Context: an optimization exercise on an open-source flow, tuned for small area, a short achievable clock period and few clock cycles per item. The choices shown serve that exercise and are no tape-out recipe. No functional check of the RTL was part of any run shown here. Power is estimated from default activity; no workload was simulated.

### design/flow/config.mk
export PLATFORM = sky130hd
export DESIGN_NAME = rational_add_sub_reduce_top
export DESIGN_NICKNAME = rational_add_sub_reduce_top
export VERILOG_FILES = /design/flow/design.v
export SDC_FILE = /design/flow/constraint.sdc
export NUM_CORES = 4
export LEC_CHECK = 0
export ABC_CLOCK_PERIOD_IN_PS = 4000
export CAP_MARGIN = 20
export CORE_MARGIN = 2
export CORE_UTILIZATION = 40
export PLACE_DENSITY = 0.6
export SETUP_SLACK_MARGIN = 5
export SLEW_MARGIN = 20
### design/flow/constraint.sdc
create_clock -name core_clock -period 10.0 [get_ports {aclk}]
set_input_delay 2.0000 -clock core_clock [delete_from_list [all_inputs] [get_ports {aclk}]]
set_output_delay 2.0000 -clock core_clock [all_outputs]
set_load 0.01 [all_outputs]
### design/flow/design.v
`timescale 1ns / 1ps
`default_nettype none
package rasr_pkg;
    localparam int IN_W   = 32;
    localparam int NUM_W  = 64;
    localparam int DEN_W  = 62;
    localparam int MAG_W  = 65;    
    localparam int CNT_W  = 7;
    localparam logic [NUM_W-1:0] NUM_MAX = {1'b0, {(NUM_W-1){1'b1}}};
    localparam logic [DEN_W-1:0] DEN_MAX = {DEN_W{1'b1}};
    typedef struct packed {
        logic                    action;
        logic signed [IN_W-1:0]  a_num;
        logic signed [IN_W-1:0]  a_den;
        logic signed [IN_W-1:0]  b_num;
        logic signed [IN_W-1:0]  b_den;
    } in_item_t;
    typedef struct packed {
        logic signed [NUM_W-1:0] res_num;
        logic [DEN_W-1:0]        res_den;
        logic                    den_error;
    } out_item_t;
    typedef enum logic [3:0] {
        CMD_NONE,
        CMD_LOAD,       
        CMD_MUL,        
        CMD_SUM,        
        CMD_GINIT,      
        CMD_GSTEP,      
        CMD_DINIT,      
        CMD_DSTEP,      
        CMD_DNEXT,      
        CMD_FINAL       
    } cmd_t;
    typedef struct packed {
        logic zero_den;    
        logic zero_num;    
        logic gcd_done;    
        logic div_done;    
    } status_t;
endpackage
`default_nettype wire
`timescale 1ns / 1ps
`default_nettype none
module rational_add_sub_reduce_top
(
    input  wire logic      aclk,
    input  wire logic      aresetn,
    input  wire logic      s_valid,
    output logic           s_ready,
    input  wire logic [128:0] s_data,    
    output logic           m_valid,
    input  wire logic      m_ready,
    output logic [126:0]   m_data       
);
    localparam logic [2:0] M_IDLE = 3'd0, M_PREP = 3'd1, M_RUN = 3'd2,
                           M_FIN = 3'd3, M_DONE = 3'd4;
    localparam logic [33:0] KN = 34'd11453246124;    
    localparam logic [33:0] KD = 34'd14316557654;    
    logic [2:0]  mstate;
    logic [3:0]  mcnt;
    logic [33:0] ns, nc, ds, dc;     
    logic        ncy, dcy;           
    logic [31:0] mn_lo, md_lo;       
    logic [31:0] x_an, x_bn, x_ad;
    logic        act;
    logic [2:0]  dbd, dad;           
    logic        f1, f2;             
    logic        mzden;              
    logic        mnz;                
    function automatic logic [2:0] booth_dec(input logic y1, input logic y0,
                                             input logic yp, input logic flip);
        booth_dec[0] = y0 ^ yp;
        booth_dec[1] = (y1 & ~y0 & ~yp) | (~y1 & y0 & yp);
        booth_dec[2] = y1 ^ flip;
    endfunction
    function automatic logic [33:0] booth_ppu(input logic [31:0] x, input logic [2:0] d);
        logic [33:0] m, p;
        m = d[0] ? {{2{x[31]}}, x} : (d[1] ? {x[31], x, 1'b0} : 34'd0);
        p = d[2] ? ~m : m;
        booth_ppu = {~p[33], p[32:0]};
    endfunction
    wire [33:0] ppu1 = booth_ppu(x_an, dbd);
    wire [33:0] ppu2 = booth_ppu(x_bn, dad);
    wire [33:0] ppu3 = booth_ppu(x_ad, dbd);
    wire [34:0] n_s1 = {1'b0, ns ^ nc ^ ppu1};
    wire [34:0] n_c1 = {(ns & nc) | (ns & ppu1) | (nc & ppu1), dbd[2]};
    wire [35:0] n_s2 = {1'b0, n_s1 ^ n_c1 ^ {1'b0, ppu2}};
    wire [35:0] n_c2 = {(n_s1 & n_c1) | (n_s1 & {1'b0, ppu2}) | (n_c1 & {1'b0, ppu2}), dad[2]};
    wire [2:0]  n_lo = {1'b0, n_s2[1:0]} + {1'b0, n_c2[1:0]} + {2'd0, ncy};
    wire [34:0] d_s1 = {1'b0, ds ^ dc ^ ppu3};
    wire [34:0] d_c1 = {(ds & dc) | (ds & ppu3) | (dc & ppu3), dbd[2]};
    wire [2:0]  d_lo = {1'b0, d_s1[1:0]} + {1'b0, d_c1[1:0]} + {2'd0, dcy};
    wire [33:0] n_fin = ns + nc + {33'd0, ncy} + KN;
    wire [33:0] d_fin = ds + dc + {33'd0, dcy} + KD;
    wire ld;     
    always_ff @(posedge aclk) begin
        if (!aresetn) begin
            mstate <= M_IDLE;
        end else begin
            case (mstate)
                M_IDLE: if (s_valid) mstate <= M_PREP;
                M_PREP: mstate <= M_RUN;
                M_RUN:  if (mcnt == 4'd15) mstate <= M_FIN;
                M_FIN:  mstate <= M_DONE;
                M_DONE: if (ld) mstate <= M_IDLE;
                default: mstate <= M_IDLE;
            endcase
        end
    end
    always_ff @(posedge aclk) begin
        case (mstate)
            M_IDLE: begin
                mn_lo <= s_data[31:0];       
                md_lo <= s_data[95:64];      
                x_an  <= s_data[127:96];
                x_bn  <= s_data[63:32];
                x_ad  <= s_data[95:64];
                act   <= s_data[128];
            end
            M_PREP: begin
                mcnt  <= 4'd0;
                ns    <= 34'd0;
                nc    <= 34'd0;
                ncy   <= 1'b0;
                ds    <= 34'd0;
                dc    <= 34'd0;
                dcy   <= 1'b0;
                f1    <= x_ad[31] ^ mn_lo[31];
                f2    <= x_ad[31] ^ mn_lo[31] ^ act;
                dbd   <= booth_dec(mn_lo[1], mn_lo[0], 1'b0, x_ad[31] ^ mn_lo[31]);
                dad   <= booth_dec(md_lo[1], md_lo[0], 1'b0, x_ad[31] ^ mn_lo[31] ^ act);
                mzden <= (x_ad == 32'd0) || (mn_lo == 32'd0);
            end
            M_RUN: begin
                mcnt  <= mcnt + 4'd1;
                ns    <= {1'b0, n_s2[34:2]};
                nc    <= n_c2[35:2];
                ncy   <= n_lo[2];
                mn_lo <= {n_lo[1:0], mn_lo[31:2]};
                ds    <= d_s1[33:0] >> 2;
                dc    <= d_c1[34:2];
                dcy   <= d_lo[2];
                md_lo <= {d_lo[1:0], md_lo[31:2]};
                dbd   <= booth_dec(mn_lo[3], mn_lo[2], mn_lo[1], f1);
                dad   <= booth_dec(md_lo[3], md_lo[2], md_lo[1], f2);
            end
            M_FIN: begin
                ns  <= n_fin;
                ds  <= d_fin;
            end
            M_DONE: ;
            default: ;
        endcase
    end
    localparam logic [1:0] L_IDLE = 2'd0, L_INIT = 2'd1, L_LOOP = 2'd2, L_HALF2 = 2'd3;
    logic [1:0]  lstate;
    logic [63:0] a, b;           
    logic [63:0] ca1, cb1;       
    logic [61:0] ca2, cb2;       
    logic        nsign;          
    logic        zden;           
    logic [1:0]  hs;             
    wire        new_neg = ns[33] && !mzden;
    wire        new_bz  = mzden || ((ns == 34'd0) && (mn_lo == 32'd0));
    wire [64:0] s1 = {1'b0, b} - {1'b0, a};    
    wire [63:0] s2 = a - b;                    
    wire        b_lt_a = s1[64];
    logic       bz;              
    wire        ab_eq = (a == b);
    function automatic logic [1:0] tz3(input logic [2:0] v);
        tz3 = v[0] ? 2'd0 : v[1] ? 2'd1 : v[2] ? 2'd2 : 2'd3;
    endfunction
    wire in_loop = (lstate == L_LOOP) && !bz;
    wire k_half  = in_loop && !a[0] && !b[0];
    wire k_swap  = in_loop && !a[0] &&  b[0];
    wire k_shb   = in_loop &&  a[0] && !b[0];
    wire k_sub   = in_loop &&  a[0] &&  b[0];
    wire k_half2 = (lstate == L_HALF2);
    wire k_ineg  = (lstate == L_INIT);
    logic [1:0]  sh;
    logic [63:0] xsrc;
    always_comb begin
        sh   = 2'd0;
        xsrc = b;
        if (k_sub) begin
            sh   = tz3(s1[2:0]);
            xsrc = b_lt_a ? s2 : s1[63:0];
        end else if (k_shb) begin
            sh   = tz3(b[2:0]);
            xsrc = b;
        end else if (k_swap) begin
            sh   = tz3(a[2:0]);
            xsrc = a;
        end else if (k_half) begin
            sh   = tz3(a[2:0] | b[2:0]);
            xsrc = a;
        end else if (k_half2) begin
            sh   = hs;
            xsrc = a;
        end else if (k_ineg) begin
            sh   = 2'd0;
            xsrc = s2;
        end
    end
    wire [63:0] bsh = xsrc >> sh;
    wire        take_ca = (k_sub && b_lt_a) || k_swap;
    wire [63:0] ysrc1 = take_ca ? ca1 : cb1;
    wire [61:0] ysrc2 = take_ca ? ca2 : cb2;
    wire [63:0] cbsh1 = ysrc1 << sh;
    wire [61:0] cbsh2 = ysrc2 << sh;
    wire [63:0] csum1 = ca1 + cb1;
    wire [61:0] csum2 = ca2 + cb2;
    wire done_out = (lstate == L_LOOP) && bz;    
    assign ld = (mstate == M_DONE) && ((lstate == L_IDLE) || (done_out && m_ready));
    always_ff @(posedge aclk) begin
        if (!aresetn) begin
            lstate <= L_IDLE;
        end else if (ld) begin
            lstate <= new_neg ? L_INIT : L_LOOP;
        end else begin
            case (lstate)
                L_INIT:  lstate <= L_LOOP;
                L_LOOP:  if (bz) begin
                             if (m_ready) lstate <= L_IDLE;
                         end else if (k_half) lstate <= L_HALF2;
                L_HALF2: lstate <= L_LOOP;
                default: lstate <= L_IDLE;
            endcase
        end
    end
    always_ff @(posedge aclk) begin
        if (ld) begin
            a     <= {ds[31:0], md_lo};
            b     <= mzden ? 64'd0 : {ns[31:0], mn_lo};
            bz    <= new_bz;
            nsign <= new_neg;
            zden  <= mzden;
            ca1   <= new_neg ? 64'd1 : 64'd0;
            ca2   <= 62'd1;
            cb1   <= new_neg ? {64{1'b1}} : 64'd1;
            cb2   <= 62'd0;
        end else if (k_ineg) begin
            b <= bsh;
        end else if (k_sub) begin
            b   <= bsh;
            bz  <= ab_eq;
            if (b_lt_a) a <= b;
            ca1 <= csum1;
            ca2 <= csum2;
            cb1 <= cbsh1;
            cb2 <= cbsh2;
        end else if (k_shb) begin
            b   <= bsh;
            cb1 <= cbsh1;
            cb2 <= cbsh2;
        end else if (k_swap) begin
            a   <= b;
            b   <= bsh;
            ca1 <= nsign ? {64{1'b1}} : 64'd1;    
            ca2 <= 62'd0;
            cb1 <= cbsh1;
            cb2 <= cbsh2;
        end else if (k_half) begin
            a   <= b;
            b   <= bsh;
            hs  <= sh;
        end else if (k_half2) begin
            a <= b;
            b <= bsh;
        end
    end
    assign s_ready = (mstate == M_IDLE);
    assign m_valid = done_out;
    assign m_data  = {ca1, ca2, zden};
endmodule
`default_nettype wire
### design/flow/run.sh
#!/bin/bash
# synth_recipe.tcl (not shown) runs the flow's synth.tcl, then flattens the netlist and writes it again
# the make line also repeats each setting of config.mk as NAME=value (left out here)
make -C /OpenROAD-flow-scripts/flow DESIGN_CONFIG=/design/flow/config.mk WORK_HOME=/design/flow/orfs CLKGATE_MAP_FILE= SYNTH_SCRIPT=/design/flow/synth_recipe.tcl finish
==> impl_results.md, run 1 <==
- Largest cells by area after synthesis: edfxtp_1 (30%), ha_1 (8.4%), nand2_1 (5.1%)
- Average wire per cell in the routed design: ~26 µm
- Main synth FF type: edfxtp_1
- CTS Buf Count: 89
- Final instance area: 0.0655 mm²
- Multiplexer share of the synthesized area: 4.18%
- TritonCTS clock tree: done
- Vias after detailed routing: ~54000
- Cell Area, Synth: around 0.058 mm²
- Routability congestion estimate from global placement: 1.03
- Number of synthesized register bits: 700
- Number of nets still failing antenna checks after routing: 0
- Dominant combinational cell family by area after synthesis: compound AO/OA/AOI/OAI gates
- Core Footprint: 0.143 mm²
- Type of the worst setup path: flop to flop
- Avg Synthesized Cell Area: between 8 and 9 µm²
- Proportion of netlist area held by the largest area contributor: 29.8%
- Final TNS setup: 0 ns
- Min cycle time layout: 5.09 ns
- Initial detailed-routing violation count: 6465
- CTS Root Cell: clkbuf_16
- Count of endpoints failing hold in the final timing report: 0
- Fraction of layout instances using a drive strength above 1: under 10%
- Distinct cells, synth: roughly 100
- Floorplan die height: 383 µm
- Worst Tran Pin Value: 1.20 ns
- Clock sink count: 700
- Share of the yosys chip area belonging to registers: between 30 and 40%
- All-layer global routing usage: between 20% and 30%
- Die X: around 380 µm
- Class of the most critical hold timing path: flop to flop
- Fraction of registers with async set/reset: 0%
- Insertion delay of the later-clocked pin in the worst-skew pair: around 0.75 ns
- Number of detailed-route iterations in the first pass: 9
- Max-cap violations: 0
- Xor and xnor area share after synthesis: between 5 and 6%
- Final clock period utilization by the worst path: between 50% and 60%
- Worst-path fanout max: 11
- Number of nets produced by synthesis: between 7000 and 8000
- Synth Area in Compound Gates: roughly a quarter
- Full die area: about 0.15 mm²
- Worst Reg-to-Reg Cells: 13
- Clock transition at the registers of the reported paths: approximately 0.07 ns
- Max-Slew Margin vs Limit: between 10% and 20%
- Required time worst endpoint: approximately 10 ns
- Post-synthesis share of cell area spent on and, or, nand and nor gates: between 10 and 15%
- Longest Clk Path Bufs: 3
- H-Tree Level Count: 3
- Detailed Route WL: around 220 mm
- Number of flops mapped to enable cells by yosys: between 500 and 600
- Hold Path Depth: 2
- Nature of the critical path endpoint: flop
- Net total in the final layout: 7241
- Synthesis warning total: 1
- DR vias/cell: 6.25
- Largest area contributor in the netlist: edfxtp_1
- GR Overflow Total: 0
- First-pass GRT wire length: approximately 320 mm
- Setup repair after global routing missed its margin: yes
- PortBufs: 261
- Area delta synth->final: 13.6%
- Number of top-level pins: 262
- # DRC: 0
- Adder and majority cell fraction of the synthesized area: between 10% and 20%
- Arrival time at the worst endpoint: around 5.5 ns
- Total number of placement rows: 139
- Placed standard-cell area: a little over 0.06 mm²
- Number of global-route vias before repair: approximately 50000
- Final number of max-transition violations: 0
- Power per cell area: 174 mW/mm²
- Startpoint Class: flop
- Status: timing/DRC/antenna clean
- Highest achievable clock rate: ~200 MHz
- Starting density of the core: between 40 and 50%
- Largest net degree at the start of global routing: approximately 120
- Final setup fails: 0
- Reported leakage power: 0.0267 µW
- Peak ir drop on the vdd network: between 0.15 and 0.2 mV
- Detail Placement HPWL: around 160 mm
- Max Clock Skew: 0.0696 ns
- Synthesized instance count: roughly 6600
- Initial antenna violation count: 2
## kinds of logic after synthesis
family | Yosys count
compound gates | 2124
xor+xnor | 335
fa+ha+maj | 498
buf+inv | 845
flops | 700
mux | 233
simple gates | 1821
## worst max-delay path, cell delays in order, from the launching register on
cell      delay, ns
edfxtp_1       0.45
ha_1           0.62
and4_1         0.44
nand2b_1       0.15
nor3_1         0.53
nand2_1        0.10
o32a_1         0.48
a21oi_2        0.47
a21oi_1        0.18
a221o_1        0.38
a222oi_1       0.31
buf_4          0.20
a21oi_1        0.08
o21ai_0        0.38
## flip-flops by register name, indices dropped and copies added (netlist names), 3 cells and up
| signal | flops |
|---|---|
| a | 64 |
| b | 64 |
| ca1 | 64 |
| cb1 | 64 |
| ca2 | 62 |
| cb2 | 62 |
| ds | 34 |
| ns | 34 |
| dc | 33 |
| nc | 33 |
| md_lo | 32 |
| mn_lo | 32 |
| x_ad | 32 |
| x_an | 32 |
| x_bn | 32 |
| mcnt | 4 |
| dad | 3 |
| dbd | 3 |
| mstate | 3 |
## area by class of cell
| type | count | area [µm²] |
|---|---|---|
| flip-flops and latches | 700 | 19700 |
| clock inverters | 59 | 627 |
| inverters | 439 | 1680 |
| well taps | 1903 | 2380 |
| fillers | 14000 | 77800 |
| multi-input cells | 5013 | 35200 |
| repair buffers | 367 | 3540 |
| diodes | 1 | 2.50 |
| clock buffers | 103 | 2320 |
## per-layer routing
metal	share of wire (%)	GRT usage, %
met1	43	40.7
met2	42	42.3
met3	11	6.18
met4	4.6	11.5
met5	0.0045	0
## final timing paths
path | slack [ns] | start | end
setup / recovery | 4.91 | b[33] | b[52]
hold / removal | 0.49 | cb2[61] | cb2[61]
setup reg to reg | 4.91 | b[33] | b[52]
hold reg to reg | 0.49 | cb2[61] | cb2[61]
## through the flow
step / util, % / hold slack, ns / cells / total power [µW] / setup slack, ns
finish: 45.7 / 0.491 / 8585 / 11400 / 4.91
global route: 45.7 / 0.525 / 8584 / 12000 / 4.90
CTS: 45.4 / 0.492 / 8569 / 11400 / 4.83
detailed placement: 43.2 / 0.482 / 8399 / 7990 / 3.90
global placement: 43.2 / 0.473 / 8399 / 7930 / 3.88
floorplan: - / 0.453 / 6556 / 6680 / 4.89
## where the power goes
part / internal (µW) / switching, µW
clock network: 1900 / 1440
logic: 1680 / 2280
registers: 3580 / 482
total: 7160 / 4200
## synth_stat cells, drive strengths merged, types with 19 or more instances
cell type,instances
dfxtp,129
a21o,168
or3,21
mux2i,175
nand2b,51
fa,112
o21ai,574
nor4,39
a31oi,59
mux2,58
xor2,149
o21a,52
o221ai,36
nand3,250
and2,26
buf,108
nand4,71
o22ai,26
a221oi,43
clkbuf,298
o31ai,41
nor2b,27
nor3,73
xnor2,186
o211ai,73
a211o,19
a221o,30
a22o,23
and3,108
a22oi,223
a21oi,484
o21bai,61
ha,386
nand2,781
a211oi,57
edfxtp,571
inv,436
nor2,302
## placed cells by master, fill, tap and decap left out, types with 61 or more instances in the layout
master,n
a21o_1,167
nor2_1,287
nand4_1,69
nand3_1,248
edfxtp_1,571
clkbuf_16,91
and3_1,107
inv_1,432
a22oi_1,221
o21ai_0,560
o21bai_1,61
a21oi_1,474
nand2_1,770
ha_1,375
dfxtp_1,128
xor2_1,149
o211ai_1,73
nor3_1,66
mux2i_1,175
buf_4,91
clkdlybuf4s50_1,261
xnor2_1,186
fa_1,112
## repair_timing
action / 4_1_cts / 5_1_grt
hold buffers: 0 / 0
gates cloned: 1 / 2
pin swaps: 7 / 6
setup buffers: 7 / 12
endpoints found under the setup margin: 206 / 138
gates resized for setup: 36 / 65
==> inputs of run 2 (changes only) <==
==> design/flow/flow/run.sh (new file) <==
#!/bin/bash
# Standard layout, with timing repair aimed below the clock period.
set -euo pipefail
bash standard.sh SETUP_SLACK_MARGIN=7 finish > standard_flow.log 2>&1
==> design/flow/standard.sh (new file) <==
#!/bin/bash
# synth_recipe.tcl (not shown) runs the flow's synth.tcl, then flattens the netlist and writes it again
# the make line also repeats each setting of config.mk as NAME=value (left out here)
make -C /OpenROAD-flow-scripts/flow DESIGN_CONFIG=/design/flow/config.mk WORK_HOME=/design/flow/orfs CLKGATE_MAP_FILE= SYNTH_SCRIPT=/design/flow/synth_recipe.tcl "${@:-finish}"
--- a/design/flow/config.mk
+++ b/design/flow/config.mk
@@ -6,9 +6,8 @@
 export NUM_CORES = 4
 export LEC_CHECK = 0
-export ABC_CLOCK_PERIOD_IN_PS = 4000
+export ABC_CLOCK_PERIOD_IN_PS = 3000
 export CAP_MARGIN = 20
 export CORE_MARGIN = 2
 export CORE_UTILIZATION = 40
 export PLACE_DENSITY = 0.6
-export SETUP_SLACK_MARGIN = 5
 export SLEW_MARGIN = 20
removed: design/flow/run.sh
==> run 2 against run 1 <==
Against the previous run:
- the layout now fails its checks (max-slew violations)
- core utilization rose by 12 points
- global-route usage rose by 5.4 points
- die area stayed put
- non-clock buffer count grew 787
- count of clock-buffer cells in the layout increased by 3
- synthesized area unchanged
- hold slack better by 0.022 ns
- largest cell class unchanged
- highest routed layer unchanged
==> impl_results.md, run 2 <==
- Full die area: 0.147 mm² (unchanged)
- Worst-path fanout max: 6 (was 11)
- Final number of max-transition violations: 60 (was 0)
- Final TNS setup: 0 ns (unchanged)
- Cell Area, Synth: 0.0576 mm² (unchanged)
- Dpl ws: 4.07 ns (was 3.90 ns)
- Max Clock Skew: 0.0343 ns (was 0.0696 ns)
- Average wire per cell in the routed design: 28.9 µm (was 25.6 µm)
- Starting density of the core: 40.2% (unchanged)
- Final instance area: 0.0820 mm² (was 0.0655 mm²)
- Buffers and inverters on the worst path: 6 (was 1)
- PortBufs: 261 (unchanged)
- Clock transition at the registers of the reported paths: 0.06 ns (was 0.07 ns)
- Detailed Route WL: 272 mm (was 220 mm)
- Number of synthesized register bits: 700 (unchanged)
- # DRC: 0 (unchanged)
- Internal portion of total power: 8370 µW (was 7160 µW)
- # hold bufs at CTS: 0 (unchanged)
- Combinational share of power: 43.0% (was 34.9%)
- Number of nets produced by synthesis: 7187 (unchanged)
- Min cycle time layout: 4.18 ns (was 5.09 ns)
- Area delta synth->final: 42.4% (was 13.6%)
- Number of global-route vias before repair: 56500 (was 50200)
- Number of top-level pins: 262 (unchanged)
- Biggest cell delay along the critical path: 0.49 ns (was 0.62 ns)
- Worst path top cell family by delay: compound AO/OA/AOI/OAI gates (unchanged)
- Largest cells by area after synthesis: edfxtp_1 (30%), ha_1 (8.4%), nand2_1 (5.1%) (unchanged)
- Type of the worst setup path: flop to flop (unchanged)
- Power per cell area: 163 mW/mm² (was 174 mW/mm²)
- Fraction of layout instances using a drive strength above 1: 32.6% (was 6.51%)
- Number of nets still failing antenna checks after routing: 0 (unchanged)
- PnR Total Power: 13300 µW (was 11400 µW)
- Number of flops mapped to enable cells by yosys: 571 (unchanged)
- Most numerous cell in the Yosys netlist: nand2_1 (unchanged)
- Net Sw Frac: 37.3% (was 37.0%)
- Distinct cells, synth: 99 (unchanged)
- Largest net degree at the start of global routing: 121 (was 122)
- Final clock period utilization by the worst path: 41.8% (was 50.9%)
- H-Tree Level Count: 3 (unchanged)
- All-layer global routing usage: 34.2% (was 28.7%)
- Net total in the final layout: 8038 (was 7241)
- Class of the most critical hold timing path: flop to flop (unchanged)
- Final setup fails: 0 (unchanged)
- Nature of the critical path endpoint: flop (unchanged)
- Required time worst endpoint: 10.47 ns (was 10.45 ns)
- Failing Checks: max-slew violations
- Synthesis warning total: 1 (unchanged)
- Slack of the critical path: 5.82 ns (was 4.91 ns)
- Worst Tran Pin Value: 1.56 ns (was 1.20 ns)
- Setup repair after global routing missed its margin: yes (unchanged)
- Status: finished with violations (was timing/DRC/antenna clean)
- Insertion delay of the later-clocked pin in the worst-skew pair: 0.74 ns (was 0.75 ns)
- Max-cap violations: 0 (unchanged)
- Synthesized instance count: 6556 (unchanged)
- Initial detailed-routing violation count: 6893 (was 6465)
- Max-Slew Margin vs Limit: -4.24% (was 19.8%)
- Initial antenna violation count: 17 (was 2)
- Share of total power in sequential cells: 30.7% (was 35.7%)
- Core Footprint: 0.143 mm² (unchanged)
- Vias after detailed routing: 59800 (was 53600)
- Longest Clk Path Bufs: 3 (unchanged)
- Part of the total power dissipated in the clock network: 26.4% (was 29.4%)
- Reported leakage power: 0.0328 µW (was 0.0267 µW)
- CTS Buf Count: 90 (was 89)
- Switching pwr: 4980 µW (was 4200 µW)
- Peak ir drop on the vdd network: 0.143 mV (was 0.155 mV)
- Main synth FF type: edfxtp_1 (unchanged)
- Placed standard-cell area: 0.0633 mm² (was 0.0619 mm²)
- Ordered cell list for the critical path: ha_4 -> nand4_4 -> nor4_4 -> nand4_1 -> buf_6 -> nor3_4 -> a21o_4 -> o31ai_4 -> buf_12 -> buf_6 -> buf_12 -> buf_12 -> buf_6 -> a221o_1 -> o21ai_2 -> mux2i_1 -> a221o_1 (was ha_1 -> and4_1 -> nand2b_1 -> nor3_1 -> nand2_1 -> o32a_1 -> a21oi_2 -> a21oi_1 -> a221o_1 -> a222oi_1 -> buf_4 -> a21oi_1 -> o21ai_0)
- Total number of placement rows: 139 (unchanged)
- Highest achievable clock rate: 239 MHz (was 196 MHz)
- Most common cell after layout, fill and taps aside: nand2_1 (unchanged)
- Final Core Density: 57.2% (was 45.7%)
- CTS Root Cell: clkbuf_16 (unchanged)
- Count of endpoints failing hold in the final timing report: 0 (unchanged)
- Share of the yosys chip area belonging to registers: 34.3% (unchanged)
- CP max stage cell: edfxtp_1 (was ha_1)
- Largest area contributor in the netlist: edfxtp_1 (unchanged)
- Arrival time at the worst endpoint: 4.65 ns (was 5.54 ns)
- GR Overflow Total: 0 (unchanged)
- Startpoint Class: flop (unchanged)
- Floorplan die height: 383 µm (unchanged)
- Detail Placement HPWL: 167 mm (was 160 mm)
- Proportion of netlist area held by the largest area contributor: 29.8% (unchanged)
- First-pass GRT wire length: 378 mm (was 324 mm)
- Number of detailed-route iterations in the first pass: 8 (was 9)
- TritonCTS clock tree: done (unchanged)
- Routability congestion estimate from global placement: 0.994 (was 1.03)
- Clock sink count: 700 (unchanged)
- Die X: 383 µm (unchanged)
- DR vias/cell: 6.37 (was 6.25)
- Avg Synthesized Cell Area: 8.79 µm² (unchanged)
- Fraction of registers with async set/reset: 0% (unchanged)
- Top cells by count, synth: nand2_1 (781), edfxtp_1 (571), o21ai_0 (564) (unchanged)
- Most frequent cells in the layout: nand2_1 (693), edfxtp_1 (571), buf_4 (569) (was nand2_1 (770), edfxtp_1 (571), o21ai_0 (560))
run 2: cell counts after synthesis:
No cell type changed its count.
run 2: layout make-up:
class	count	area [µm²]
well taps	1903	2380
flip-flops and latches	700	20000
inverters	439	1750
repair inverters	4	35.0
fillers	12300	61300
clock buffers	106	2400
repair buffers	1154	12100
diodes	3	7.51
multi-input cells	5018	42600
clock inverters	58	687
run 2: routing by layer:
metal,wire length [µm],vias up,share of wire [%],global-route usage [%]
met4,15000,18,5.5,14.6
li1,-,26000,-,-
met5,167,-,0.061,0
met2,116000,3630,43,51.8
met3,31700,851,12,9.14
met1,108000,29300,40,45.7
run 2: tightest hold or removal path, stage by stage, from the launching register on:
cell and delay (ns):
dfxtp_2 0.36, nand2_1 0.06, a21oi_1 0.05
run 2: power groups by stage:
| stage | sequential (µW) | combinational, µW | clock (µW) |
|---|---|---|---|
| 3_5_place_dp | 4120 | 4070 | 0 |
| 3_3_place_gp | 4120 | 4040 | 0 |
| 2_1_floorplan | 3930 | 2940 | 0 |
| 5_1_grt | 4120 | 6200 | 3650 |
| 6_report | 4090 | 5740 | 3520 |
| 4_1_cts | 4050 | 4980 | 3540 |
run 2: final timing paths:
kind / startpoint / endpoint / slack (ns) / cells after the start
worst min-delay path: cb2[1] / cb2[1] / 0.51 / 2
worst max register to register: b[57] / b[57] / 5.82 / 17
worst min register to register: cb2[1] / cb2[1] / 0.51 / 2
worst max-delay path: b[57] / b[57] / 5.82 / 17
run 2: logic make-up after synthesis:
family | after synthesis | synth area share, %
buffers and inverters | 845 | 5.71
AND/OR/NAND/NOR | 1821 | 14.6
AO/OA/AOI/OAI | 2124 | 23.9
adder cells (fa/ha/maj) | 498 | 12.3
multiplexers | 233 | 4.18
flip-flops | 700 | 34.3
XOR/XNOR | 335 | 5.09
run 2: per-stage QoR:
step	instances	hold slack, ns
2_1_floorplan	6556	0.456
5_1_grt	9383	0.519
3_3_place_gp	8405	0.476
3_5_place_dp	8406	0.474
6_report	9385	0.513
4_1_cts	9159	0.490
run 2: what timing repair did:
action	CTS	global route
pin swaps	321	462
cloned	49	22
gates resized for setup	1740	755
endpoints found under the hold margin	0	0
endpoints found under the setup margin	906	672
buffers inserted	540	201

-- what the ideal ports hide --
Ports are ideal in the flow. The routed layouts listed here were re-timed in OpenROAD. Step 1, drivers: a clkbuf_16 drives aclk and a buf_2 each remaining input, both assumed. Step 2 adds t to the input delays and takes it off the output delays; t is the mean of the earliest and latest rising clock arrival at the registers after step 1. Input paths then give back, and output paths get back, about the clock's delay inside the block. Three values: no drivers, after step 1, after step 2; two values: the first two.
run	t, ns	slack for setup (ns)	hold slack, ns
run 1	0.793	4.909 / 4.909 / 4.253	0.491 / 0.491 / 0.491
run 2	0.800	5.817 / 5.817 / 5.537	0.513 / 0.513 / 0.513
The setup slack of run 1, which loses most, moves by 0.000 ns with the drivers and by -0.656 ns with both steps.
